This is an optimization exercise on Yosys and OpenROAD, whose aim is small area, a short achievable clock period and few clock cycles per item, not a production implementation.
Function was not checked in any run shown here: the RTL went through the layout flow alone.
No activity file was given, so power comes from the tool's default toggle rates.

[flow/flow/run.sh]
#!/bin/bash
set -euo pipefail
export SETUP_SLACK_MARGIN=7
bash standard.sh > standard_flow.log 2>&1
[flow/standard.sh]
#!/bin/bash
# synth_recipe.tcl (not shown) runs the flow's synth.tcl, then flattens the netlist and writes it again
# the make line also repeats each setting of config.mk as NAME=value (left out here)
make -C /OpenROAD-flow-scripts/flow DESIGN_CONFIG=/design/flow/config.mk WORK_HOME=/design/flow/orfs CLKGATE_MAP_FILE= SYNTH_SCRIPT=/design/flow/synth_recipe.tcl "${@:-finish}"
[flow/config.mk]
export PLATFORM = sky130hd
export DESIGN_NAME = muldiv_unit
export DESIGN_NICKNAME = muldiv_unit
export VERILOG_FILES = /design/flow/design.v
export SDC_FILE = /design/flow/constraint.sdc
export NUM_CORES = 4
export LEC_CHECK = 0
export CAP_MARGIN = 20
export CORE_MARGIN = 2
export CORE_UTILIZATION = 40
export SLEW_MARGIN = 20
[flow/constraint.sdc]
create_clock -name core_clock -period 12.0 [get_ports {clk_i}]
set_input_delay 2.4000 -clock core_clock [delete_from_list [all_inputs] [get_ports {clk_i}]]
set_output_delay 2.4000 -clock core_clock [all_outputs]
set_load 0.01 [all_outputs]
[flow/design.v]
module muldiv_unit #(
  parameter int XLEN = 32
) (
  input  logic            clk_i,
  input  logic            rst_i,
  input  logic            flush_i,
  input  logic            valid_i,
  output logic            ready_o,
  input  logic [2:0]      op_i,
  input  logic [XLEN-1:0] rs1_i,
  input  logic [XLEN-1:0] rs2_i,
  input  logic [4:0]      rd_addr_i,
  output logic            valid_o,
  input  logic            ready_i,
  output logic [XLEN-1:0] result_o,
  output logic [4:0]      rd_addr_o
);
  localparam logic [1:0] F_EMPTY = 2'd0;
  localparam logic [1:0] F_RAW   = 2'd1;
  localparam logic [1:0] F_ABS   = 2'd2;
  localparam logic [1:0] E_IDLE = 2'd0;
  localparam logic [1:0] E_ITER = 2'd1;
  localparam logic [1:0] E_F1   = 2'd2;
  localparam logic [1:0] E_F2   = 2'd3;
  function automatic logic [4:0] msb_pos(input logic [31:0] x);
    logic [15:0] y16;
    logic [7:0]  y8;
    logic [3:0]  y4;
    logic [1:0]  y2;
    logic [4:0]  p;
    p[4] = |x[31:16];
    y16  = p[4] ? x[31:16] : x[15:0];
    p[3] = |y16[15:8];
    y8   = p[3] ? y16[15:8] : y16[7:0];
    p[2] = |y8[7:4];
    y4   = p[2] ? y8[7:4] : y8[3:0];
    p[1] = |y4[3:2];
    y2   = p[1] ? y4[3:2] : y4[1:0];
    p[0] = y2[1];
    msb_pos = p;
  endfunction
  function automatic logic low_word_zero(input logic [31:0] a, input logic [31:0] b);
    logic [31:0] tzm;
    logic [31:0] brev;
    tzm[0] = ~a[0];
    for (int i = 1; i < 32; i++) tzm[i] = tzm[i-1] & ~a[i];
    for (int i = 0; i < 32; i++) brev[i] = b[31-i];
    low_word_zero = ((brev & ~tzm) == 32'd0);
  endfunction
  logic [1:0]  fst_q;
  logic [2:0]  fop_q;
  logic [4:0]  frd_q;
  logic [31:0] fa_q;     
  logic [31:0] fb_q;     
  logic [4:0]  fpa_q, fpb_q;
  logic        fza_q, fzb_q;
  logic        fneg_q;
  logic        fcin_q;   
  logic [1:0]  est_q;
  logic [2:0]  op_q;
  logic [4:0]  rd_q;
  logic [33:0] r_q;      
  logic [33:0] c_q;      
  logic        ci_q;     
  logic [31:0] m_q;      
  logic [31:0] x_q;      
  logic [4:0]  cnt_q;    
  logic [1:0]  j_q;      
  logic        neg_q;    
  logic        lo_q;     
  logic        usecpa_q;  
  logic        cin_q;    
  logic        ready_q;
  logic        vo_q;
  logic [31:0] res_q;
  logic [4:0]  rdo_q;
  assign ready_o   = ready_q;
  assign valid_o   = vo_q;
  assign result_o  = res_q;
  assign rd_addr_o = rdo_q;
  logic accept;
  assign accept = valid_i & ready_q & ~flush_i;
  logic is_mul;
  assign is_mul = ~op_q[2];
  logic        sa_en, sb_en, na, nb;
  logic [31:0] abs_a, abs_b;
  always_comb begin
    sa_en = (fop_q == 3'd0) | (fop_q == 3'd1) | (fop_q == 3'd2) | (fop_q == 3'd4) | (fop_q == 3'd6);
    sb_en = (fop_q == 3'd0) | (fop_q == 3'd1) | (fop_q == 3'd4) | (fop_q == 3'd6);
    na    = sa_en & fa_q[31];
    nb    = sb_en & fb_q[31];
    abs_a = na ? (~fa_q + 32'd1) : fa_q;
    abs_b = nb ? (~fb_q + 32'd1) : fb_q;
  end
  logic        f_mul;
  logic        a_le_b;
  logic [4:0]  pm;
  logic [4:0]  dsh;
  logic        mneg;
  always_comb begin
    f_mul  = ~fop_q[2];
    a_le_b = (fpa_q <= fpb_q);
    pm     = a_le_b ? fpa_q : fpb_q;
    dsh    = fpa_q - fpb_q;
    mneg   = fneg_q & (fop_q == 3'd0) & ~fza_q & ~fzb_q;
  end
  localparam int W = 42;
  logic [W-1:0] pp [8];
  logic [W-1:0] acs, acc;
  logic [W-1:0] s1, c1, s2, c2, s3, c3, s4, c4, s5, c5, s6, c6, s7, c7, s8, c8;
  logic [8:0]   low9;
  always_comb begin
    acs = {{(W-34){1'b0}}, r_q};
    acc = {{(W-34){1'b0}}, c_q};
    for (int i = 0; i < 8; i++) begin
      pp[i] = {W{x_q[i]}} & ({{(W-32){1'b0}}, m_q} << i);
    end
    s1 = acs ^ acc ^ pp[0];
    c1 = ((acs & acc) | (acs & pp[0]) | (acc & pp[0])) << 1;
    s2 = pp[1] ^ pp[2] ^ pp[3];
    c2 = ((pp[1] & pp[2]) | (pp[1] & pp[3]) | (pp[2] & pp[3])) << 1;
    s3 = pp[4] ^ pp[5] ^ pp[6];
    c3 = ((pp[4] & pp[5]) | (pp[4] & pp[6]) | (pp[5] & pp[6])) << 1;
    s4 = s1 ^ c1 ^ s2;
    c4 = ((s1 & c1) | (s1 & s2) | (c1 & s2)) << 1;
    s5 = c2 ^ s3 ^ c3;
    c5 = ((c2 & s3) | (c2 & c3) | (s3 & c3)) << 1;
    s6 = s4 ^ c4 ^ s5;
    c6 = ((s4 & c4) | (s4 & s5) | (c4 & s5)) << 1;
    s7 = s6 ^ c6 ^ c5;
    c7 = ((s6 & c6) | (s6 & c5) | (c6 & c5)) << 1;
    s8 = s7 ^ c7 ^ pp[7];
    c8 = ((s7 & c7) | (s7 & pp[7]) | (c7 & pp[7])) << 1;
    low9 = {1'b0, s8[7:0]} + {1'b0, c8[7:0]} + {8'd0, ci_q};
  end
  logic [33:0] add_s;
  always_comb begin
    add_s  = r_q + c_q + {33'd0, ci_q};
  end
  logic [34:0] t1;       
  logic [35:0] d3a, d3b, d3s, d3c;
  logic [35:0] t3;       
  logic        q1, q0;
  logic [33:0] dnext;
  always_comb begin
    t1  = {1'b0, r_q} + {c_q, 1'b1} + 35'd1;
    d3a = {1'b1, c_q, 1'b1};
    d3b = {2'b11, c_q};
    d3s = {2'b00, r_q} ^ d3a ^ d3b;
    d3c = ((({2'b00, r_q} & d3a) | ({2'b00, r_q} & d3b) | (d3a & d3b)) << 1) | 36'd1;
    t3  = d3s + d3c + 36'd1;
    q1  = ~t1[34];
    q0  = q1 ? ~t3[35] : ~add_s[33];
    if (q1) dnext = q0 ? t3[33:0] : t1[33:0];
    else    dnext = q0 ? add_s : r_q;
  end
  logic [63:0] fsrc_a;
  logic [63:0] fsh_a;
  logic [31:0] fval_b;
  logic [31:0] fres;
  always_comb begin
    fsrc_a = lo_q ? {add_s[31:0], x_q} : {32'd0, add_s[31:0]};
    fsh_a  = fsrc_a >> {j_q, 3'b000};
    fval_b = lo_q ? x_q : (r_q[31:0] >> {j_q, 3'b000});
    if (usecpa_q) fres = fsh_a[31:0];
    else          fres = (fval_b ^ {32{neg_q}}) + {31'd0, neg_q & cin_q};
  end
  logic [1:0]  fst_d, est_d;
  logic        vo_d;
  logic        fix_done;
  logic        eng_load;
  always_comb begin
    fix_done = (est_q == E_F2) & ~vo_q;
    eng_load = (fst_q == F_ABS) & ((est_q == E_IDLE) | fix_done);
    fst_d = fst_q;
    if (fst_q == F_RAW) fst_d = F_ABS;
    if (eng_load) fst_d = F_EMPTY;
    if (accept) fst_d = F_RAW;
    if (flush_i) fst_d = F_EMPTY;
    est_d = est_q;
    case (est_q)
      E_ITER: if (cnt_q == 5'd0) est_d = (is_mul & ~usecpa_q) ? E_F1 : E_F2;
      E_F1:   est_d = E_F2;
      E_F2:   if (fix_done) est_d = E_IDLE;
      default: est_d = est_q;
    endcase
    if (eng_load) begin
      if (f_mul) est_d = (fza_q | fzb_q) ? E_F2 : E_ITER;
      else       est_d = (fzb_q | fza_q | (fpa_q < fpb_q)) ? E_F2 : E_ITER;
    end
    if (flush_i) est_d = E_IDLE;
    vo_d = vo_q;
    if (ready_i) vo_d = 1'b0;
    if (fix_done) vo_d = 1'b1;
    if (flush_i) vo_d = 1'b0;
  end
  always_ff @(posedge clk_i) begin
    if (rst_i) begin
      fst_q   <= F_EMPTY;
      est_q   <= E_IDLE;
      vo_q    <= 1'b0;
      ready_q <= 1'b1;
    end else begin
      fst_q   <= fst_d;
      est_q   <= est_d;
      vo_q    <= vo_d;
      ready_q <= (fst_d == F_EMPTY) |
                 ((fst_d == F_ABS) & ((est_d == E_IDLE) | ((est_d == E_F2) & ~vo_d)));
    end
  end
  always_ff @(posedge clk_i) begin
    if (fix_done) begin
      res_q <= fres;
      rdo_q <= rd_q;
    end
  end
  always_ff @(posedge clk_i) begin
    if (ready_q) begin
      fop_q <= op_i;
      frd_q <= rd_addr_i;
      fa_q  <= rs1_i;
      fb_q  <= rs2_i;
    end else if (fst_q == F_RAW) begin
      fa_q   <= abs_a;
      fb_q   <= abs_b;
      fpa_q  <= msb_pos(abs_a);
      fpb_q  <= msb_pos(abs_b);
      fza_q  <= (fa_q == 32'd0);
      fzb_q  <= (fb_q == 32'd0);
      if (~fop_q[2] & (fop_q != 3'd0)) begin
        fcin_q <= low_word_zero(fa_q, fb_q);
      end else begin
        fcin_q <= 1'b1;
      end
      if (~fop_q[2]) fneg_q <= na ^ nb;
      else if (fop_q[1]) fneg_q <= na;
      else fneg_q <= (na ^ nb) & (fb_q != 32'd0);
    end
  end
  always_ff @(posedge clk_i) begin
    if (eng_load) begin
      op_q  <= fop_q;
      rd_q  <= frd_q;
      neg_q <= fneg_q;
      cin_q <= fcin_q;
      usecpa_q <= f_mul & (~fneg_q | (fop_q == 3'd0));
      if (f_mul) begin
        ci_q  <= 1'b0;
        r_q   <= mneg ? {2'b00, (a_le_b ? fa_q : fb_q)} : 34'd0;
        c_q   <= '0;
        m_q   <= (a_le_b ? fb_q : fa_q) ^ {32{mneg}};
        x_q   <= (fza_q | fzb_q) ? 32'd0 : (a_le_b ? fa_q : fb_q);
        cnt_q <= {3'd0, pm[4:3]};
        j_q   <= ~pm[4:3];
        lo_q  <= (fop_q[1:0] == 2'd0);
      end else begin
        r_q   <= {2'b00, fa_q};
        c_q   <= ~{2'b00, fb_q << {dsh[4:1], 1'b0}};
        ci_q  <= 1'b1;
        j_q   <= 2'd0;
        lo_q  <= ~fop_q[1];
        x_q   <= fzb_q ? 32'hFFFF_FFFF : 32'd0;
        cnt_q <= {1'b0, dsh[4:1]};
      end
    end else begin
      case (est_q)
        E_ITER: begin
          cnt_q <= cnt_q - 5'd1;
          if (is_mul) begin
            r_q  <= s8[41:8];
            c_q  <= c8[41:8];
            ci_q <= low9[8];
            x_q  <= {low9[7:0], x_q[31:8]};
          end else begin
            r_q <= dnext;
            x_q <= {x_q[29:0], q1, q0};
            c_q <= {2'b11, c_q[33:2]};
          end
        end
        E_F1: begin
          r_q <= add_s;
        end
        default: ;
      endcase
    end
  end
endmodule
==> impl_metrics.tcl, run 1 <==
set metrics [dict create \
    status "complete, no violations" \
    asyncSetResetFlopFracSynth 0 \
    placement_rows 107 \
    detail_route.drc_violations 0 \
    layout_min_cycle_time_ns 5.04 \
    grt_setup_unrepaired "no" \
    effective_utilization_at_floorplan 0.405 \
    grt_start_max_net_pins 71 \
    post_route_cells_drive_above_1_share 0.0974 \
    synthesis.area_per_instance_um2 8.97 \
    min_period_over_period 0.420 \
    synth_cells 3853 \
    drt_pass1_iterations 7 \
    grt_usage 0.318 \
    fin_worst_skew_ns 0.0353 \
    num_vias 32057 \
    yosys.area.top_type_share 0.236 \
    ctsHtreeMaxLevel 2 \
    final_max_slew_viol_count 0 \
    final_area_um2 39000 \
    clock-root-buffer "sky130_fd_sc_hd__clkbuf_16" \
    drt_wl_total_mm 146 \
    ir_worst_vdd_uv 120 \
    final_net_count 4395 \
    total_power_density_per_cell_area_nw_per_um2 85.3 \
    timing.max_slew.rel_slack 0.156 \
    criticalPathCategory "reg2reg" \
    buffer_ports.inserted 115 \
    clk_pin_slew_worst_paths_ns 0.06 \
    ff_latch_area_um2 8290 \
    die_width_um 298 \
    cts-root-to-sink-buffers 3 \
    detail_route.iter0.violations 4359 \
    share_of_the_core_filled_with_cells 0.456 \
    post_cts_hold_buffer_count 0 \
    fin_worst_hold_slack_ns 0.417 \
    postSynthRegisterBits 278 \
    antenna_found_initial 9 \
    post_synth_top_area_cell "sky130_fd_sc_hd__edfxtp_1" \
    worstHoldPathType "reg2reg" \
    end_kind "register" \
    placed_cell_area_um2 36900 \
    finalHoldViolCount 0 \
    grt_pass1_wl_mm 210 \
    cts_num_sinks 278 \
    post_drt_via_cell_ratio 6.33 \
    synth.yosys.seq_area_share 0.240 \
    io-pin-count 116 \
    maxCapViolations 0 \
    multi_input_comb_area_um2 24600 \
    required_ns 12.28 \
    synth.cell_area_um2 34600 \
    syn2layout_area_growth_pct 12.7 \
    grt_remaining_overflow 0 \
    cp.arrival_ns 5.33 \
    synth_enable_flop_cells 272 \
    worst_setup_path_start_kind "register" \
    ys.flop_type "sky130_fd_sc_hd__edfxtp_1" \
    grt_pass1_vias 30739 \
    final_cell_mix "384 x sky130_fd_sc_hd__nand2_1, 327 x sky130_fd_sc_hd__a21oi_1, 290 x sky130_fd_sc_hd__inv_1" \
    finalWeightedCongestion 1.03 \
    crit_path_max_fanout 12 \
    clkLatencyLatePin_ns 0.60 \
    synth.lib_cells_used.distinct 96 \
    cts_tree "built" \
    tns_ns 0 \
    dr_wl_cell_um 28.9 \
    fillers 8439 \
    floorplan.die.height_um 298 \
    layout_commonest_cell "sky130_fd_sc_hd__nand2_1" \
    power.static_leakage_nw 15.6 \
    antenna_violating_nets_post_route 0 \
    cts_inserted_buffers 36 \
    setup_viol_count_final 0 \
    core_area_um2 85400 \
    yosys_warnings 2 \
    place.detailed.hpwl_mm 109 \
    die_area_um2 88800 \
    achievable-frequency_mhz 198 \
    timing_worst_slew_pin_value_ns 1.26 \
    synth_top_cells_by_area "sky130_fd_sc_hd__edfxtp_1 24%, sky130_fd_sc_hd__fa_1 17%, sky130_fd_sc_hd__mux2i_1 5.0%, sky130_fd_sc_hd__ha_1 4.8%, sky130_fd_sc_hd__a21oi_1 4.8%" \
    synth.net_count 4351 \
]
-- routing by layer --
| metal | track usage | wire [µm] |
|---|---|---|
| met1 | 0.438 | 58600 |
| met2 | 0.479 | 62200 |
| met3 | 0.0671 | 16800 |
| met4 | 0.145 | 8630 |
| met5 | 0 | 45 |
-- critical path, cell delays in order, from the launching register on --
cell and delay (ns):
sky130_fd_sc_hd__edfxtp_1 0.88, sky130_fd_sc_hd__ha_1 0.44, sky130_fd_sc_hd__o21a_1 0.23, sky130_fd_sc_hd__a2111oi_0 0.78
sky130_fd_sc_hd__a211oi_1 0.19, sky130_fd_sc_hd__nor2b_1 0.25, sky130_fd_sc_hd__a211oi_1 0.13, sky130_fd_sc_hd__nor3_2 0.40
sky130_fd_sc_hd__o31ai_4 0.15, sky130_fd_sc_hd__buf_4 0.25, sky130_fd_sc_hd__a22o_1 0.24, sky130_fd_sc_hd__a222oi_1 0.60
sky130_fd_sc_hd__o21ai_0 0.19
-- flip-flops by register name, summed over array words and instances, names as in the netlist, 3 cells and up --
signal / flops
c_q: 33
cnt_q: 5
fa_q: 32
fb_q: 32
fop_q: 3
fpa_q: 5
fpb_q: 5
frd_q: 5
m_q: 32
r_q: 34
rd_q: 5
rdo_q: 5
res_q: 32
x_q: 32
-- through the flow --
stage | power (mW) | std cells | setup slack (ns)
after floorplan | 1.75 | 3853 | 7.00
after global placement | 2.13 | 4944 | 5.77
after detailed placement | 2.13 | 4944 | 5.81
after CTS | 3.27 | 5025 | 7.00
after global routing | 3.41 | 5067 | 6.97
final | 3.32 | 5068 | 6.96
-- area by class of cell --
type | instances | area share
flip-flops and latches | 278 | 0.213
multi-input cells | 3032 | 0.631
repair buffers | 252 | 0.0604
diodes | 1 | 0.0000642
well taps | 1144 | 0.0367
clock buffers | 43 | 0.0238
clock inverters | 21 | 0.00623
inverters | 297 | 0.0286
-- worst paths after layout --
path,to,depth (start not counted),startpoint,slack (ns)
setup / recovery,r_q[20],12,r_q[28],6.96
hold / removal,rdo_q[1],0,rd_q[1],0.42
setup reg to reg,r_q[20],12,r_q[28],6.96
hold reg to reg,rdo_q[1],0,rd_q[1],0.42
-- cells by family after synthesis --
kind of cell | Yosys count | synth area share
muxes | 254 | 0.0794
DFF | 278 | 0.240
and+or+nand+nor | 1104 | 0.157
AOI/OAI and AO/OA | 1016 | 0.189
buffers and inverters | 543 | 0.0601
adders and majority gates | 421 | 0.215
xor gates and xnor gates | 237 | 0.0601
-- synth_stat cells (65+ instances only) --
cell and number:
sky130_fd_sc_hd__xnor2_1 148, sky130_fd_sc_hd__nand2_1 387, sky130_fd_sc_hd__clkbuf_1 207, sky130_fd_sc_hd__mux2i_1 174, sky130_fd_sc_hd__xor2_1 89, sky130_fd_sc_hd__nor2_1 216
sky130_fd_sc_hd__and2_1 165, sky130_fd_sc_hd__a21o_1 65, sky130_fd_sc_hd__ha_1 133, sky130_fd_sc_hd__a21oi_1 330, sky130_fd_sc_hd__inv_1 290, sky130_fd_sc_hd__mux2_2 71
sky130_fd_sc_hd__o21ai_0 209, sky130_fd_sc_hd__edfxtp_1 272, sky130_fd_sc_hd__fa_1 288
-- report_power, final --
group	leakage [nW]	total (mW)	internal, mW	switching [mW]
combinational	12.4	0.957	0.369	0.587
clock	0.569	1.14	0.645	0.495
sequential	2.62	1.23	1.11	0.112
total	15.6	3.32	2.13	1.19
-- repair_timing --
| action | CTS | global route |
|---|---|---|
| cloned | 0 | 4 |
| setup buffers | 17 | 37 |
| setup endpoints to repair | 82 | 95 |
| gates resized for setup | 30 | 48 |
| pin swaps | 5 | 11 |
==> run 2, diff against run 1 <==
--- a/flow/design.v
+++ b/flow/design.v
@@ -61,7 +61,8 @@
   logic [4:0]  rd_q;
   logic [33:0] r_q;      
   logic [33:0] c_q;      
-  logic        ci_q;     
+  logic [7:0]  slo_q;    
+  logic [7:0]  clo_q;    
   logic [31:0] m_q;      
   logic [31:0] x_q;      
   logic [4:0]  cnt_q;    
@@ -108,15 +109,16 @@
   logic [W-1:0] pp [8];
   logic [W-1:0] acs, acc;
   logic [W-1:0] s1, c1, s2, c2, s3, c3, s4, c4, s5, c5, s6, c6, s7, c7, s8, c8;
-  logic [8:0]   low9;
+  logic [8:0]   pend;
   always_comb begin
     acs = {{(W-34){1'b0}}, r_q};
     acc = {{(W-34){1'b0}}, c_q};
     for (int i = 0; i < 8; i++) begin
       pp[i] = {W{x_q[i]}} & ({{(W-32){1'b0}}, m_q} << i);
     end
+    pend = {1'b0, slo_q} + {1'b0, clo_q};
     s1 = acs ^ acc ^ pp[0];
-    c1 = ((acs & acc) | (acs & pp[0]) | (acc & pp[0])) << 1;
+    c1 = (((acs & acc) | (acs & pp[0]) | (acc & pp[0])) << 1) | {{(W-1){1'b0}}, pend[8]};
     s2 = pp[1] ^ pp[2] ^ pp[3];
     c2 = ((pp[1] & pp[2]) | (pp[1] & pp[3]) | (pp[2] & pp[3])) << 1;
     s3 = pp[4] ^ pp[5] ^ pp[6];
@@ -131,11 +133,10 @@
     c7 = ((s6 & c6) | (s6 & c5) | (c6 & c5)) << 1;
     s8 = s7 ^ c7 ^ pp[7];
     c8 = ((s7 & c7) | (s7 & pp[7]) | (c7 & pp[7])) << 1;
-    low9 = {1'b0, s8[7:0]} + {1'b0, c8[7:0]} + {8'd0, ci_q};
   end
   logic [33:0] add_s;
   always_comb begin
-    add_s  = r_q + c_q + {33'd0, ci_q};
+    add_s  = r_q + c_q + {33'd0, ~is_mul | pend[8]};
   end
   logic [34:0] t1;       
   logic [35:0] d3a, d3b, d3s, d3c;
@@ -159,7 +160,7 @@
   logic [31:0] fval_b;
   logic [31:0] fres;
   always_comb begin
-    fsrc_a = lo_q ? {add_s[31:0], x_q} : {32'd0, add_s[31:0]};
+    fsrc_a = lo_q ? {add_s[31:0], pend[7:0], x_q[31:8]} : {32'd0, add_s[31:0]};
     fsh_a  = fsrc_a >> {j_q, 3'b000};
     fval_b = lo_q ? x_q : (r_q[31:0] >> {j_q, 3'b000});
     if (usecpa_q) fres = fsh_a[31:0];
@@ -245,7 +246,8 @@
       cin_q <= fcin_q;
       usecpa_q <= f_mul & (~fneg_q | (fop_q == 3'd0));
       if (f_mul) begin
-        ci_q  <= 1'b0;
+        slo_q <= 8'd0;
+        clo_q <= 8'd0;
         r_q   <= mneg ? {2'b00, (a_le_b ? fa_q : fb_q)} : 34'd0;
         c_q   <= '0;
         m_q   <= (a_le_b ? fb_q : fa_q) ^ {32{mneg}};
@@ -256,7 +258,6 @@
       end else begin
         r_q   <= {2'b00, fa_q};
         c_q   <= ~{2'b00, fb_q << {dsh[4:1], 1'b0}};
-        ci_q  <= 1'b1;
         j_q   <= 2'd0;
         lo_q  <= ~fop_q[1];
         x_q   <= fzb_q ? 32'hFFFF_FFFF : 32'd0;
@@ -269,8 +270,9 @@
           if (is_mul) begin
             r_q  <= s8[41:8];
             c_q  <= c8[41:8];
-            ci_q <= low9[8];
-            x_q  <= {low9[7:0], x_q[31:8]};
+            slo_q <= s8[7:0];
+            clo_q <= c8[7:0];
+            x_q   <= {pend[7:0], x_q[31:8]};
           end else begin
             r_q <= dnext;
             x_q <= {x_q[29:0], q1, q0};
==> run 2 against run 1 <==
Against the previous run:
- still clean
- synthesized cell count decreased by 1.1%
- via count decreased by 0.55%
- worst hold slack improved by 0.0030 ns
- combinational power down 9.5%
- critical path depth up 7
- power up 5.8%
- sequential power is 7% higher
- global-route usage grew 0.36 points
- design area increased by 1.1%
- clock power rose by 18%
- critical path type unchanged
==> impl_metrics.tcl, run 2 <==
set metrics [dict create \
    status "complete, no violations" \
    io-pin-count 116 \
    ys.flop_type "sky130_fd_sc_hd__edfxtp_1" \
    detail_route.drc_violations 0 \
    critical_path.reg2reg.endpoint "res_q[4]" \
    reg2reg_setup_slack_ns 7.16 \
    worst-r2r-cell-count 19 \
    grt_pass1_wl_mm 213 \
    final_net_count 4331 \
    synth_enable_flop_cells 283 \
    ctsHtreeMaxLevel 2 \
    required_ns 12.33 \
    num_vias 31882 \
    post_drt_via_cell_ratio 6.35 \
    place.detailed.hpwl_mm 109 \
    dpl_worst_slack_ns 5.91 \
    power.static_leakage_nw 15.7 \
    placement_rows 108 \
    end_kind "register" \
    yosys.area.top_type_share 0.242 \
    die_area_um2 90200 \
    asyncSetResetFlopFracSynth 0 \
    tns_ns 0 \
    detail_route.iter0.violations 4467 \
    post_route_cells_drive_above_1_share 0.0910 \
    finalWeightedCongestion 1.05 \
    worst_setup_path_start_kind "register" \
    post-route-worst-setup-slack_ns 7.16 \
    buffer_ports.inserted 115 \
    min_period_over_period 0.403 \
    clk_pin_slew_worst_paths_ns 0.06 \
    ff_latch_area_um2 8620 \
    synth_cells 3812 \
    total_power_density_per_cell_area_nw_per_um2 89.3 \
    clkLatencyLatePin_ns 0.59 \
    synth.yosys.seq_area_share 0.245 \
    setup_viol_count_final 0 \
    cp.arrival_ns 5.17 \
    fin_worst_skew_ns 0.0296 \
    ir_worst_vdd_uv 125 \
    antenna_found_initial 13 \
    syn2layout_area_growth_pct 12.2 \
    worstHoldPathType "reg2reg" \
    grt_remaining_overflow 0 \
    multi_input_comb_area_um2 24800 \
    yosys_warnings 2 \
    hold_path_depth 0 \
    grt_usage 0.321 \
    fillers 8464 \
    synth_top_cells_by_area "sky130_fd_sc_hd__edfxtp_1 24%, sky130_fd_sc_hd__fa_1 16%, sky130_fd_sc_hd__mux2i_1 5.3%, sky130_fd_sc_hd__ha_1 4.8%, sky130_fd_sc_hd__a21oi_1 3.8%" \
    netlist_top_cells_count "349 x sky130_fd_sc_hd__nand2_1, 289 x sky130_fd_sc_hd__fa_1, 289 x sky130_fd_sc_hd__inv_1" \
    cts-root-to-sink-buffers 3 \
    criticalPathCategory "reg2reg" \
    grt_start_max_net_pins 78 \
    dr_wl_cell_um 29.3 \
    grt_pass1_vias 30928 \
    final_max_slew_viol_count 0 \
    cts_inserted_buffers 38 \
    clock-root-buffer "sky130_fd_sc_hd__clkbuf_16" \
    antenna_violating_nets_post_route 0 \
    largest_reg_flops 34 \
    cts_num_sinks 289 \
    effective_utilization_at_floorplan 0.404 \
    timing_worst_slew_pin_value_ns 1.22 \
    postSynthRegisterBits 289 \
    timing.max_slew.rel_slack 0.180 \
    post_synth_top_area_cell "sky130_fd_sc_hd__edfxtp_1" \
    final_cell_mix "345 x sky130_fd_sc_hd__nand2_1, 288 x sky130_fd_sc_hd__inv_1, 286 x sky130_fd_sc_hd__fa_1" \
    layout_top_registers "r_q (34), c_q (33)" \
    drt_wl_total_mm 147 \
    worstHoldEndpoint "rd_q[0]" \
    crit_path_max_fanout 5 \
    regMostFlops "r_q" \
    core_area_um2 86900 \
    die_width_um 300 \
    maxCapViolations 0 \
    grt_setup_unrepaired "no" \
    reg2reg_from "slo_q[4]" \
    worstHoldStart "frd_q[0]" \
    dp.cells 4909 \
    layout_commonest_cell "sky130_fd_sc_hd__nand2_1" \
    finalHoldViolCount 0 \
    post_cts_hold_buffer_count 0 \
    floorplan.die.height_um 300 \
    layout_min_cycle_time_ns 4.84 \
    synth.cell_area_um2 35100 \
    synthesis.area_per_instance_um2 9.21 \
    achievable-frequency_mhz 207 \
    synth.most_common_cell "sky130_fd_sc_hd__nand2_1" \
    drt_pass1_iterations 8 \
    layoutNonFillerInstCount 5017 \
    synth.net_count 4314 \
    cts_tree "built" \
    synth.lib_cells_used.distinct 102 \
]
-- run 2: cell count changes after synthesis, moves of 12 or more --
cell and delta:
sky130_fd_sc_hd__a21o_1 -13, sky130_fd_sc_hd__a21oi_1 -62, sky130_fd_sc_hd__a221oi_1 -13, sky130_fd_sc_hd__a222oi_1 +13
sky130_fd_sc_hd__a22o_1 +20, sky130_fd_sc_hd__and2_1 +16, sky130_fd_sc_hd__mux2i_1 +13, sky130_fd_sc_hd__nand2_1 -38
sky130_fd_sc_hd__nand2b_1 +16, sky130_fd_sc_hd__nor2_1 -40, sky130_fd_sc_hd__o21ai_0 +20, sky130_fd_sc_hd__or3_1 +12
-- run 2: layout make-up --
cell class                      count  share of cell area
Multi-Input combinational cell   2996               0.630
Sequential cell                   289               0.219
Timing Repair Buffer              213              0.0504
Tap cell                         1155              0.0367
Inverter                          291              0.0277
Clock buffer                       42              0.0253
Clock inverter                     28              0.0105
Antenna cell                        3            0.000191
-- run 2: where the power goes --
group | switching [mW] | internal [mW] | total, mW
registers | 0.155 | 1.16 | 1.31
logic | 0.514 | 0.353 | 0.866
clock network | 0.539 | 0.800 | 1.34
total | 1.21 | 2.31 | 3.52
-- run 2: worst max path at each step --
stage | slack (ns) | startpoint | depth (start not counted) | to
after floorplan | 7.07 | c_q[1] | 17 | r_q[10]
after global placement | 6.08 | c_q[1] | 17 | r_q[21]
after detailed placement | 5.91 | c_q[1] | 17 | r_q[10]
after CTS | 7.00 | slo_q[4] | 20 | res_q[3]
after global routing | 6.97 | slo_q[4] | 20 | res_q[4]
final | 7.16 | slo_q[4] | 19 | res_q[4]
-- run 2: repair_timing --
| item | 4_1_cts | 5_1_grt |
|---|---|---|
| endpoints found under the hold margin | 0 | 0 |
| pin swaps | 6 | 10 |
| gates resized for setup | 26 | 25 |
| setup endpoints to repair | 89 | 97 |
| setup buffers | 15 | 19 |
| gates cloned | 1 | 0 |
-- run 2: logic make-up (layout without fill, tap and decap cells) --
family          count (synthesis)  in the layout  share of synthesized area
simple gates                 1087           1088                      0.157
compound gates                978            978                      0.184
buf+inv                       528            574                     0.0573
fa+ha+maj                     425            425                      0.213
flops                         289            289                      0.245
mux                           274            274                     0.0854
xor+xnor                      231            231                     0.0576
other cells                     0              3                          0
-- run 2: layer usage --
| metal | wire, µm | GRT usage | vias to the layer above |
|---|---|---|---|
| li1 | - | - | 13724 |
| met1 | 57300 | 0.429 | 15717 |
| met2 | 63200 | 0.482 | 2017 |
| met3 | 18000 | 0.0857 | 420 |
| met4 | 8390 | 0.155 | 4 |
| met5 | 27 | 0 | - |
-- run 2: worst max-delay path, cell delays in order (launching register included) --
cell and delay (ns):
sky130_fd_sc_hd__edfxtp_1 0.36, sky130_fd_sc_hd__ha_1 0.21, sky130_fd_sc_hd__inv_1 0.07, sky130_fd_sc_hd__fa_2 0.21, sky130_fd_sc_hd__nor2b_1 0.04, sky130_fd_sc_hd__o21ai_0 0.15, sky130_fd_sc_hd__nand2b_1 0.12, sky130_fd_sc_hd__nor2_1 0.17
sky130_fd_sc_hd__fa_2 0.25, sky130_fd_sc_hd__fa_2 0.22, sky130_fd_sc_hd__nor2b_1 0.05, sky130_fd_sc_hd__o21ai_1 0.22, sky130_fd_sc_hd__a21oi_2 0.11, sky130_fd_sc_hd__o211ai_1 0.27, sky130_fd_sc_hd__nand4_1 0.19, sky130_fd_sc_hd__a31o_2 0.30
sky130_fd_sc_hd__o31ai_1 0.34, sky130_fd_sc_hd__xnor2_2 0.32, sky130_fd_sc_hd__mux4_2 0.58, sky130_fd_sc_hd__a221o_1 0.38
-- run 2: through the flow --
stage / hold WS (ns) / utilization / instance area [µm²] / power, mW
after floorplan: 0.400 / - / 35100 / 1.78
after global placement: 0.401 / 0.430 / 37400 / 2.14
after detailed placement: 0.405 / 0.430 / 37400 / 2.14
after CTS: 0.408 / 0.450 / 39100 / 3.49
after global routing: 0.420 / 0.453 / 39400 / 3.62
final: 0.420 / 0.453 / 39400 / 3.52
==> run 3, diff against run 2 <==
==> flow/flow/run.sh (replaced) <==
#!/bin/bash
set -euo pipefail
export SETUP_SLACK_MARGIN=7
export BUFFER_PORTS_ARGS="-buffer_cell sky130_fd_sc_hd__buf_1"
bash standard.sh > standard_flow.log 2>&1
==> run 3 against run 2 <==
Against the previous run:
- synthesized area unchanged
- design area decreased by 2.3%
- combinational power increased by 1%
- die area unchanged
- sequential power about the same
- critical path type unchanged
- critical endpoint is now res_q[28]
==> impl_metrics.tcl, run 3 <==
set metrics [dict create \
    status "complete, no violations" \
    effective_utilization_at_floorplan 0.404 \
    grt_remaining_overflow 0 \
    worstHoldPathType "reg2reg" \
    grt_usage 0.323 \
    drt_pass1_iterations 9 \
    grt_setup_unrepaired "yes" \
    crit_path_max_fanout 45 \
    dp.cells 4911 \
    fin_total_pwr_mw 3.41 \
    achievable-frequency_mhz 202 \
    asyncSetResetFlopFracSynth 0 \
    criticalPathCategory "reg2reg" \
    synth_cells 3812 \
    cts_tree "built" \
    critical_path.reg2reg.endpoint "res_q[28]" \
    finalWeightedCongestion 1.03 \
    min_period_over_period 0.412 \
    cts_inserted_buffers 39 \
    dr_wl_cell_um 29.5 \
    post_route_cells_drive_above_1_share 0.0911 \
    post_drt_via_cell_ratio 6.39 \
    final_max_slew_viol_count 0 \
    fin_worst_skew_ns 0.0266 \
    reg2reg_from "j_q[0]" \
    required_ns 12.32 \
    finalHoldViolCount 0 \
    timing.max_slew.rel_slack 0.262 \
    ys.flop_type "sky130_fd_sc_hd__edfxtp_1" \
    clock-root-buffer "sky130_fd_sc_hd__clkbuf_16" \
    grt_pass1_vias 31408 \
    final_net_count 4330 \
    crit_path_end "res_q[28]" \
    layout_top_registers "r_q (34), c_q (33)" \
    drt_wl_total_mm 148 \
    layoutNonFillerInstCount 5012 \
    placement_rows 108 \
    layout_min_cycle_time_ns 4.94 \
    place.detailed.hpwl_mm 111 \
    power.static_leakage_nw 15.3 \
    io-pin-count 116 \
    postSynthRegisterBits 289 \
    antenna_violating_nets_post_route 0 \
    yosys_warnings 2 \
    regMostFlops "r_q" \
    clk_pin_slew_worst_paths_ns 0.06 \
    setup_viol_count_final 0 \
    cts-root-to-sink-buffers 3 \
    synthesis.area_per_instance_um2 9.21 \
    detail_route.iter0.violations 4196 \
    slowest_delay_ns 0.56 \
    syn2layout_area_growth_pct 9.66 \
    grt_start_max_net_pins 71 \
    synth.net_count 4314 \
    synth_top_cells_by_area "sky130_fd_sc_hd__edfxtp_1 24%, sky130_fd_sc_hd__fa_1 16%, sky130_fd_sc_hd__mux2i_1 5.3%, sky130_fd_sc_hd__ha_1 4.8%, sky130_fd_sc_hd__a21oi_1 3.8%" \
    synth.lib_cells_used.distinct 102 \
    synth.most_common_cell "sky130_fd_sc_hd__nand2_1" \
    tns_ns 0 \
    reg2reg_setup_slack_ns 7.06 \
    core_area_um2 86900 \
    cts_num_sinks 289 \
    cell_with_the_biggest_individual_delay_on_the_critical_path "sky130_fd_sc_hd__nor4_1" \
    timing_worst_slew_pin_value_ns 1.11 \
    post_synth_top_area_cell "sky130_fd_sc_hd__edfxtp_1" \
    netlist_top_cells_count "349 x sky130_fd_sc_hd__nand2_1, 289 x sky130_fd_sc_hd__fa_1, 289 x sky130_fd_sc_hd__inv_1" \
    total_power_density_per_cell_area_nw_per_um2 88.5 \
    ctsHtreeMaxLevel 2 \
    yosys.area.top_type_share 0.242 \
    synth.cell_area_um2 35100 \
    layout_commonest_cell "sky130_fd_sc_hd__nand2_1" \
    final_cell_mix "345 x sky130_fd_sc_hd__nand2_1, 288 x sky130_fd_sc_hd__inv_1, 286 x sky130_fd_sc_hd__fa_1" \
    floorplan.die.height_um 300 \
    grt_pass1_wl_mm 215 \
    die_width_um 300 \
    critical_path.startpoint "j_q[0]" \
    worst-r2r-cell-count 13 \
    cp.arrival_ns 5.26 \
    buffer_ports.inserted 115 \
    critical_path.cell_chain "buf_4 -> buf_6 -> nor3b_2 -> a221o_1 -> xnor2_1 -> o2111ai_1 -> nor3b_1 -> nor2b_1 -> nand3_1 -> nor4_1 -> xor2_1 -> a2bb2oi_1 -> o21ai_0" \
    share_of_the_core_filled_with_cells 0.443 \
    detail_route.drc_violations 0 \
    num_vias 32039 \
    end_kind "register" \
    largest_reg_flops 34 \
    ir_worst_vdd_uv 140 \
    die_area_um2 90200 \
    synth.yosys.seq_area_share 0.245 \
    hold_path_depth 0 \
    clkLatencyLatePin_ns 0.59 \
    antenna_found_initial 9 \
    worst_setup_path_start_kind "register" \
    maxCapViolations 0 \
    synth_enable_flop_cells 283 \
    fillers 8548 \
]
run 3: repair_timing:
action / CTS / global route
pin swaps: 6 / 17
endpoints found under the setup margin: 92 / 90
setup buffers: 11 / 19
gates cloned: 0 / 1
hold buffers: 0 / 0
gates resized for setup: 23 / 34
run 3: worst min-delay path by stage:
stage                           to  slack, ns    start
final                     rdo_q[3]       0.41  rd_q[3]
after global routing      rdo_q[3]       0.42  rd_q[3]
after CTS                 rdo_q[0]       0.42  rd_q[0]
after detailed placement  rdo_q[0]       0.41  rd_q[0]
after global placement    rdo_q[1]       0.40  rd_q[1]
after floorplan              cin_q       0.40   fcin_q
run 3: critical path, delay by kind of cell (launching register included):
kind / cells / cell delay [ns]
buffers and inverters: 2 / 0.99
AND/OR/NAND/NOR: 5 / 1.86
flip-flops: 1 / 0.35
XOR/XNOR: 2 / 0.45
AO/OA/AOI/OAI: 4 / 0.95
run 3: layout make-up:
| type | instances | area (µm²) | share of cell area |
|---|---|---|---|
| Inverter | 291 | 1090 | 0.0284 |
| Clock buffer | 44 | 1020 | 0.0264 |
| Multi-Input combinational cell | 2996 | 24900 | 0.646 |
| Timing Repair Buffer | 211 | 1170 | 0.0305 |
| Sequential cell | 289 | 8620 | 0.224 |
| Tap cell | 1155 | 1450 | 0.0375 |
| Antenna cell | 2 | 5.00 | 0.000130 |
| Clock inverter | 24 | 268 | 0.00696 |
run 3: per-layer routing:
metal | GRT usage | up-vias | part of all wire
met5 | 0 | - | 0
met3 | 0.0618 | 424 | 0.11
met1 | 0.442 | 15838 | 0.40
li1 | - | 13729 | -
met4 | 0.159 | 0 | 0.060
met2 | 0.490 | 2048 | 0.43
run 3: cell families (layout without fill, tap and decap cells):
kind of cell,Yosys count,after routing,share of synthesized area
and+or+nand+nor,1087,1088,0.157
xor gates and xnor gates,231,231,0.0576
buffers and inverters,528,570,0.0573
other,0,2,0
DFF,289,289,0.245
adders and majority gates,425,425,0.213
AOI/OAI and AO/OA,978,978,0.184
muxes,274,274,0.0854
run 3: report_power, final:
| group | leakage, nW | internal, mW | switching, mW | total [mW] |
|---|---|---|---|---|
| Combinational | 11.9 | 0.339 | 0.537 | 0.875 |
| Clock | 0.630 | 0.717 | 0.523 | 1.24 |
| Sequential | 2.72 | 1.16 | 0.137 | 1.29 |
run 3: per-stage QoR:
stage | setup WS, ns | cell area (µm²) | hold WS (ns)
detailed placement | 5.96 | 36700 | 0.405
floorplan | 7.07 | 35100 | 0.400
global route | 6.88 | 38500 | 0.424
CTS | 6.98 | 38200 | 0.416
global placement | 6.10 | 36700 | 0.402
finish | 7.06 | 38500 | 0.414
==> run 4, diff against run 3 <==
--- a/flow/design.v
+++ b/flow/design.v
@@ -47,6 +47,21 @@
     for (int i = 0; i < 32; i++) brev[i] = b[31-i];
     low_word_zero = ((brev & ~tzm) == 32'd0);
   endfunction
+  function automatic logic [4:0] msb_mag(input logic [31:0] x, input logic neg);
+    logic [31:0] y;
+    logic        lowmask;
+    y       = neg ? ~x : x;
+    lowmask = (({1'b0, y[31:1]} & ~y) == 32'd0);
+    msb_mag = msb_pos((neg & lowmask) ? {y[30:0], 1'b1} : y);
+  endfunction
+  function automatic logic [1:0] top_byte(input logic [31:0] x, input logic neg);
+    logic [31:0] y;
+    y = neg ? ~x : x;
+    if (|y[31:24])      top_byte = 2'd3;
+    else if (|y[23:16]) top_byte = 2'd2;
+    else if (|y[15:8])  top_byte = 2'd1;
+    else                top_byte = 2'd0;
+  endfunction
   logic [1:0]  fst_q;
   logic [2:0]  fop_q;
   logic [4:0]  frd_q;
@@ -56,13 +71,13 @@
   logic        fza_q, fzb_q;
   logic        fneg_q;
   logic        fcin_q;   
+  logic        fmneg_q;  
   logic [1:0]  est_q;
   logic [2:0]  op_q;
   logic [4:0]  rd_q;
   logic [33:0] r_q;      
   logic [33:0] c_q;      
-  logic [7:0]  slo_q;    
-  logic [7:0]  clo_q;    
+  logic        ci_q;     
   logic [31:0] m_q;      
   logic [31:0] x_q;      
   logic [4:0]  cnt_q;    
@@ -83,8 +98,14 @@
   assign accept = valid_i & ready_q & ~flush_i;
   logic is_mul;
   assign is_mul = ~op_q[2];
+  logic fix_done;
+  logic eng_load;
+  logic ld_q;            
   logic        sa_en, sb_en, na, nb;
   logic [31:0] abs_a, abs_b;
+  logic [4:0]  pa_r, pb_r;
+  logic        swap, mneg1;
+  logic [31:0] new_a, new_b;
   always_comb begin
     sa_en = (fop_q == 3'd0) | (fop_q == 3'd1) | (fop_q == 3'd2) | (fop_q == 3'd4) | (fop_q == 3'd6);
     sb_en = (fop_q == 3'd0) | (fop_q == 3'd1) | (fop_q == 3'd4) | (fop_q == 3'd6);
@@ -92,33 +113,44 @@
     nb    = sb_en & fb_q[31];
     abs_a = na ? (~fa_q + 32'd1) : fa_q;
     abs_b = nb ? (~fb_q + 32'd1) : fb_q;
+    pa_r  = msb_mag(fa_q, na);
+    pb_r  = msb_mag(fb_q, nb);
+    swap  = ~fop_q[2] & (top_byte(fa_q, na) > top_byte(fb_q, nb));
+    mneg1 = (fop_q == 3'd0) & (na ^ nb) & (fa_q != 32'd0) & (fb_q != 32'd0);
+    new_a = swap ? abs_b : abs_a;
+    new_b = (swap ? abs_a : abs_b) ^ {32{mneg1}};
   end
   logic        f_mul;
-  logic        a_le_b;
   logic [4:0]  pm;
   logic [4:0]  dsh;
-  logic        mneg;
   always_comb begin
     f_mul  = ~fop_q[2];
-    a_le_b = (fpa_q <= fpb_q);
-    pm     = a_le_b ? fpa_q : fpb_q;
+    pm     = fpa_q;
     dsh    = fpa_q - fpb_q;
-    mneg   = fneg_q & (fop_q == 3'd0) & ~fza_q & ~fzb_q;
   end
   localparam int W = 42;
   logic [W-1:0] pp [8];
   logic [W-1:0] acs, acc;
   logic [W-1:0] s1, c1, s2, c2, s3, c3, s4, c4, s5, c5, s6, c6, s7, c7, s8, c8;
-  logic [8:0]   pend;
+  logic [8:0]   low9;
+  logic         ld_mul;
+  logic [31:0]  x_in, m_in;
+  logic [33:0]  r_in, c_in;
+  logic         ci_in;
   always_comb begin
-    acs = {{(W-34){1'b0}}, r_q};
-    acc = {{(W-34){1'b0}}, c_q};
+    ld_mul = eng_load & f_mul;
+    x_in   = ld_mul ? fa_q : x_q;
+    m_in   = ld_mul ? fb_q : m_q;
+    r_in   = ld_mul ? (fmneg_q ? {2'b00, fa_q} : 34'd0) : r_q;
+    c_in   = ld_mul ? 34'd0 : c_q;
+    ci_in  = ld_mul ? 1'b0 : ci_q;
+    acs = {{(W-34){1'b0}}, r_in};
+    acc = {{(W-34){1'b0}}, c_in};
     for (int i = 0; i < 8; i++) begin
-      pp[i] = {W{x_q[i]}} & ({{(W-32){1'b0}}, m_q} << i);
+      pp[i] = {W{x_in[i]}} & ({{(W-32){1'b0}}, m_in} << i);
     end
-    pend = {1'b0, slo_q} + {1'b0, clo_q};
     s1 = acs ^ acc ^ pp[0];
-    c1 = (((acs & acc) | (acs & pp[0]) | (acc & pp[0])) << 1) | {{(W-1){1'b0}}, pend[8]};
+    c1 = ((acs & acc) | (acs & pp[0]) | (acc & pp[0])) << 1;
     s2 = pp[1] ^ pp[2] ^ pp[3];
     c2 = ((pp[1] & pp[2]) | (pp[1] & pp[3]) | (pp[2] & pp[3])) << 1;
     s3 = pp[4] ^ pp[5] ^ pp[6];
@@ -133,10 +165,11 @@
     c7 = ((s6 & c6) | (s6 & c5) | (c6 & c5)) << 1;
     s8 = s7 ^ c7 ^ pp[7];
     c8 = ((s7 & c7) | (s7 & pp[7]) | (c7 & pp[7])) << 1;
+    low9 = {1'b0, s8[7:0]} + {1'b0, c8[7:0]} + {8'd0, ci_in};
   end
   logic [33:0] add_s;
   always_comb begin
-    add_s  = r_q + c_q + {33'd0, ~is_mul | pend[8]};
+    add_s  = r_q + c_q + {33'd0, ci_q};
   end
   logic [34:0] t1;       
   logic [35:0] d3a, d3b, d3s, d3c;
@@ -160,7 +193,7 @@
   logic [31:0] fval_b;
   logic [31:0] fres;
   always_comb begin
-    fsrc_a = lo_q ? {add_s[31:0], pend[7:0], x_q[31:8]} : {32'd0, add_s[31:0]};
+    fsrc_a = lo_q ? {add_s[31:0], x_q} : {32'd0, add_s[31:0]};
     fsh_a  = fsrc_a >> {j_q, 3'b000};
     fval_b = lo_q ? x_q : (r_q[31:0] >> {j_q, 3'b000});
     if (usecpa_q) fres = fsh_a[31:0];
@@ -168,11 +201,9 @@
   end
   logic [1:0]  fst_d, est_d;
   logic        vo_d;
-  logic        fix_done;
-  logic        eng_load;
   always_comb begin
     fix_done = (est_q == E_F2) & ~vo_q;
-    eng_load = (fst_q == F_ABS) & ((est_q == E_IDLE) | fix_done);
+    eng_load = ld_q;
     fst_d = fst_q;
     if (fst_q == F_RAW) fst_d = F_ABS;
     if (eng_load) fst_d = F_EMPTY;
@@ -186,7 +217,8 @@
       default: est_d = est_q;
     endcase
     if (eng_load) begin
-      if (f_mul) est_d = (fza_q | fzb_q) ? E_F2 : E_ITER;
+      if (f_mul) est_d = (pm[4:3] != 2'd0) ? E_ITER :
+                         ((~fneg_q | (fop_q == 3'd0)) ? E_F2 : E_F1);
       else       est_d = (fzb_q | fza_q | (fpa_q < fpb_q)) ? E_F2 : E_ITER;
     end
     if (flush_i) est_d = E_IDLE;
@@ -201,10 +233,12 @@
       est_q   <= E_IDLE;
       vo_q    <= 1'b0;
       ready_q <= 1'b1;
+      ld_q    <= 1'b0;
     end else begin
       fst_q   <= fst_d;
       est_q   <= est_d;
       vo_q    <= vo_d;
+      ld_q    <= (fst_d == F_ABS) & ((est_d == E_IDLE) | ((est_d == E_F2) & ~vo_d));
       ready_q <= (fst_d == F_EMPTY) |
                  ((fst_d == F_ABS) & ((est_d == E_IDLE) | ((est_d == E_F2) & ~vo_d)));
     end
@@ -222,10 +256,11 @@
       fa_q  <= rs1_i;
       fb_q  <= rs2_i;
     end else if (fst_q == F_RAW) begin
-      fa_q   <= abs_a;
-      fb_q   <= abs_b;
-      fpa_q  <= msb_pos(abs_a);
-      fpb_q  <= msb_pos(abs_b);
+      fa_q   <= new_a;
+      fb_q   <= new_b;
+      fpa_q  <= swap ? pb_r : pa_r;
+      fpb_q  <= swap ? pa_r : pb_r;
+      fmneg_q <= mneg1;
       fza_q  <= (fa_q == 32'd0);
       fzb_q  <= (fb_q == 32'd0);
       if (~fop_q[2] & (fop_q != 3'd0)) begin
@@ -246,18 +281,18 @@
       cin_q <= fcin_q;
       usecpa_q <= f_mul & (~fneg_q | (fop_q == 3'd0));
       if (f_mul) begin
-        slo_q <= 8'd0;
-        clo_q <= 8'd0;
-        r_q   <= mneg ? {2'b00, (a_le_b ? fa_q : fb_q)} : 34'd0;
-        c_q   <= '0;
-        m_q   <= (a_le_b ? fb_q : fa_q) ^ {32{mneg}};
-        x_q   <= (fza_q | fzb_q) ? 32'd0 : (a_le_b ? fa_q : fb_q);
-        cnt_q <= {3'd0, pm[4:3]};
+        r_q   <= s8[41:8];
+        c_q   <= c8[41:8];
+        ci_q  <= low9[8];
+        m_q   <= fb_q;
+        x_q   <= {low9[7:0], fa_q[31:8]};
+        cnt_q <= {3'd0, pm[4:3]} - 5'd1;
         j_q   <= ~pm[4:3];
         lo_q  <= (fop_q[1:0] == 2'd0);
       end else begin
         r_q   <= {2'b00, fa_q};
         c_q   <= ~{2'b00, fb_q << {dsh[4:1], 1'b0}};
+        ci_q  <= 1'b1;
         j_q   <= 2'd0;
         lo_q  <= ~fop_q[1];
         x_q   <= fzb_q ? 32'hFFFF_FFFF : 32'd0;
@@ -270,9 +305,8 @@
           if (is_mul) begin
             r_q  <= s8[41:8];
             c_q  <= c8[41:8];
-            slo_q <= s8[7:0];
-            clo_q <= c8[7:0];
-            x_q   <= {pend[7:0], x_q[31:8]};
+            ci_q <= low9[8];
+            x_q  <= {low9[7:0], x_q[31:8]};
           end else begin
             r_q <= dnext;
             x_q <= {x_q[29:0], q1, q0};
==> flow/flow/run.sh (replaced) <==
#!/bin/bash
set -euo pipefail
export SETUP_SLACK_MARGIN=7
bash standard.sh > standard_flow.log 2>&1
==> run 4 against run 3 <==
Against the previous run:
- still clean on timing, DRC and antenna
- register-to-register slack got worse by 0.19 ns
- combinational power rose by 76%
- sequential power shrank 8%
- non-clock buffer count up 146
- utilization grew 3.3 points
- fmax decreased by 3.6%
- first-iteration DRC count up 12%
- via count is 13% higher
- worst setup slack got worse by 0.19 ns
- global-route usage grew 1.3 points
- critical endpoint is now r_q[20]
- largest cell class unchanged
- highest routed layer is now met5
==> impl_metrics.tcl, run 4 <==
set metrics [dict create \
    grt_pass1_vias 34203 \
    grt_usage 0.337 \
    ys.flop_type "sky130_fd_sc_hd__edfxtp_1" \
    setup_viol_count_final 0 \
    asyncSetResetFlopFracSynth 0 \
    final_net_count 4968 \
    postSynthRegisterBits 280 \
    layout_top_registers "r_q (34), c_q (33)" \
    critical_path.reg2reg.endpoint "r_q[20]" \
    synth_cells 4356 \
    yosys_warnings 2 \
    core_area_um2 90000 \
    reg2reg_from "fop_q[2]" \
    cts_num_sinks 280 \
    synth.cell_area_um2 36400 \
    status "complete, no violations" \
    worstHoldStart "rd_q[1]" \
    post_route_cells_drive_above_1_share 0.128 \
    timing.max_slew.rel_slack 0.161 \
    timing_worst_slew_pin_value_ns 1.25 \
    largest_reg_flops 34 \
    cts_inserted_buffers 38 \
    critical_path.cell_chain "bufinv_16 -> nand2_8 -> clkinv_16 -> mux2i_4 -> buf_12 -> buf_4 -> nor2_1 -> fa_1 -> inv_1 -> fa_1 -> fa_1 -> inv_1 -> fa_1 -> fa_1 -> mux2_2 -> a221o_1" \
    crit_path_max_fanout 7 \
    worst_setup_path_start_kind "register" \
    cts-root-to-sink-buffers 3 \
    ir_worst_vdd_uv 91.6 \
    effective_utilization_at_floorplan 0.404 \
    synth_enable_flop_cells 273 \
    clkLatencyLatePin_ns 0.60 \
    grt_remaining_overflow 0 \
    achievable-frequency_mhz 195 \
    criticalPathCategory "reg2reg" \
    post_cts_hold_buffer_count 0 \
    final_cell_mix "538 x sky130_fd_sc_hd__nand2_1, 437 x sky130_fd_sc_hd__nor2_1, 306 x sky130_fd_sc_hd__a21oi_1" \
    synth_top_cells_by_area "sky130_fd_sc_hd__edfxtp_1 23%, sky130_fd_sc_hd__fa_1 16%, sky130_fd_sc_hd__nand2_1 5.6%, sky130_fd_sc_hd__ha_1 4.7%, sky130_fd_sc_hd__nor2_1 4.7%" \
    dr_wl_cell_um 28.9 \
    antenna_violating_nets_post_route 0 \
    required_ns 12.33 \
    synthAdderAreaFrac 0.206 \
    grt_pass1_wl_mm 232 \
    clock-root-buffer "sky130_fd_sc_hd__clkbuf_16" \
    grt_start_max_net_pins 72 \
    syn2layout_area_growth_pct 17.8 \
    antenna_found_initial 7 \
    worst-r2r-cell-count 16 \
    io-pin-count 116 \
    worstHoldEndpoint "rdo_q[1]" \
    die_width_um 306 \
    power.static_leakage_nw 17.2 \
    post_drt_via_cell_ratio 6.40 \
    synth.yosys.seq_area_share 0.229 \
    num_vias 36281 \
    synth.most_common_cell "sky130_fd_sc_hd__nand2_1" \
    end_kind "register" \
    slowest_delay_ns 0.53 \
    hold_path_depth 0 \
    clk_pin_slew_worst_paths_ns 0.06 \
    regMostFlops "r_q" \
    fin_worst_skew_ns 0.0330 \
    cell_repeated_most_along_the_worst_path "sky130_fd_sc_hd__fa_1" \
    synth_simple_gate_area_frac 0.184 \
    tns_ns 0 \
    xor_xnor_portion_of_the_synthesized_cell_area 0.0626 \
    netlist_top_cells_count "544 x sky130_fd_sc_hd__nand2_1, 456 x sky130_fd_sc_hd__nor2_1, 318 x sky130_fd_sc_hd__a21oi_1" \
    place.detailed.hpwl_mm 115 \
    ctsHtreeMaxLevel 2 \
    synth.net_count 4859 \
    synth.area.mux_share 0.0637 \
    synth-compound-area-share 0.194 \
    main_combinational_cell_family_by_area_after_synthesis "adder cells" \
    detail_route.drc_violations 0 \
    synth.lib_cells_used.distinct 96 \
    detail_route.iter0.violations 4701 \
    total_power_density_per_cell_area_nw_per_um2 91.8 \
    finalHoldViolCount 0 \
    final_max_slew_viol_count 0 \
    post_synth_top_area_cell "sky130_fd_sc_hd__edfxtp_1" \
    reg2reg_setup_slack_ns 6.87 \
    buffer_ports.inserted 115 \
    finalWeightedCongestion 1.02 \
    floorplan.die.height_um 306 \
    cell_with_the_biggest_individual_delay_on_the_critical_path "sky130_fd_sc_hd__fa_1" \
    drt_pass1_iterations 6 \
    cp.arrival_ns 5.45 \
    cts_tree "built" \
    grt_setup_unrepaired "yes" \
    yosys.area.top_type_share 0.225 \
    maxCapViolations 0 \
    min_period_over_period 0.427 \
    layout_min_cycle_time_ns 5.13 \
    synthesis.area_per_instance_um2 8.35 \
    fin_total_pwr_mw 3.93 \
    placement_rows 110 \
    drt_wl_total_mm 164 \
    layout_commonest_cell "sky130_fd_sc_hd__nand2_1" \
    worstHoldPathType "reg2reg" \
    die_area_um2 93400 \
]
==> run 4: repair_timing <==
| action | in CTS | in global routing |
|---|---|---|
| endpoints found under the setup margin | 138 | 119 |
| gates cloned | 12 | 12 |
| pin swaps | 5 | 41 |
| endpoints found under the hold margin | 0 | 0 |
| gates resized for setup | 130 | 132 |
| buffers inserted | 44 | 63 |
==> run 4: cells by family after synthesis <==
logic type	count (synthesis)
and+or+nand+nor	1492
AOI/OAI and AO/OA	1116
buffers and inverters	571
adders and majority gates	426
DFF	280
xor gates and xnor gates	260
muxes	211
==> run 4: per-stage QoR <==
step                cells  setup WS, ns  cell area [µm²]  utilization  hold slack, ns
floorplan            4356          7.02            36500            -           0.400
global placement     5468          4.82            39000        0.433           0.400
detailed placement   5468          4.78            39000        0.433           0.405
CTS                  5593          6.87            41500        0.461           0.417
global route         5671          6.72            42800        0.476           0.422
finish               5672          6.87            42800        0.476           0.413
==> run 4: area by class of cell <==
class | count | area [µm²]
Tap cell | 1176 | 1470
Timing Repair inverter | 5 | 60.1
Sequential cell | 280 | 8350
Clock buffer | 46 | 1010
Clock inverter | 23 | 262
Fill cell | 8677 | 47200
Multi-Input combinational cell | 3509 | 27000
Inverter | 274 | 1080
Timing Repair Buffer | 357 | 3640
Antenna cell | 2 | 5.00
==> run 4: worst max path at each step <==
stage	depth (start not counted)	startpoint	end	slack, ns
2_1_floorplan	19	ld_q	x_q[31]	7.02
3_3_place_gp	17	fop_q[2]	r_q[9]	4.82
3_5_place_dp	16	fop_q[2]	r_q[16]	4.78
4_1_cts	18	fop_q[2]	x_q[31]	6.87
5_1_grt	18	fop_q[2]	r_q[25]	6.72
6_report	16	fop_q[2]	r_q[20]	6.87
==> run 4: power breakdown <==
group	leakage [nW]	switching [mW]	internal [mW]
clock	0.614	0.500	0.712
sequential	2.62	0.0560	1.13
combinational	13.9	0.957	0.579
total	17.2	1.51	2.42
==> run 4: metal layers <==
metal  GRT usage  up-vias  share of wire
li1            -    15593              -
met1       0.430    17494           0.37
met2       0.516     2539           0.43
met3      0.0791      649           0.12
met4       0.207        6          0.082
met5           0        -        0.00024
==> run 4: critical path: cells and delay by family (launching register included) <==
kind,cells,cell delay [ns]
AO/OA/AOI/OAI,1,0.29
adder cells (fa/ha/maj),5,2.49
buffers and inverters,6,0.81
flip-flops,1,0.43
multiplexers,2,0.61
AND/OR/NAND/NOR,2,0.21

afterwards: timing with drivers on the ports:
How much do the figures lean on ideal ports? The routed layouts below were timed once more, with nothing changed but the port constraints. Step 1, drivers: a clkbuf_16 drives clk_i and a buf_2 each remaining input, both assumed. Step 2 moves the port delays by t, midway between the first and last clock arrival at a register: inputs arrive t later, outputs are due t later. That takes back most of the time a late clock gives input paths. Three values: ideal ports, drivers, drivers and shift; two values: the first two.
run | shift t [ns] | slack for setup (ns) | clock arrival spread, ns | cell pins on the clock port's net
run 1 | 0.651 | 6.959 / 6.959 / 6.959 | 0.036 / 0.035 | 1
run 2 | 0.650 | 7.165 / 7.165 / 7.165 | 0.030 / 0.030 | 1
run 3 | 0.647 | 7.060 / 7.060 / 7.060 | 0.026 / 0.027 | 1
run 4 | 0.663 | 6.874 / 6.874 / 6.874 | 0.033 / 0.033 | 1
After both steps setup and hold are still met in every run listed.
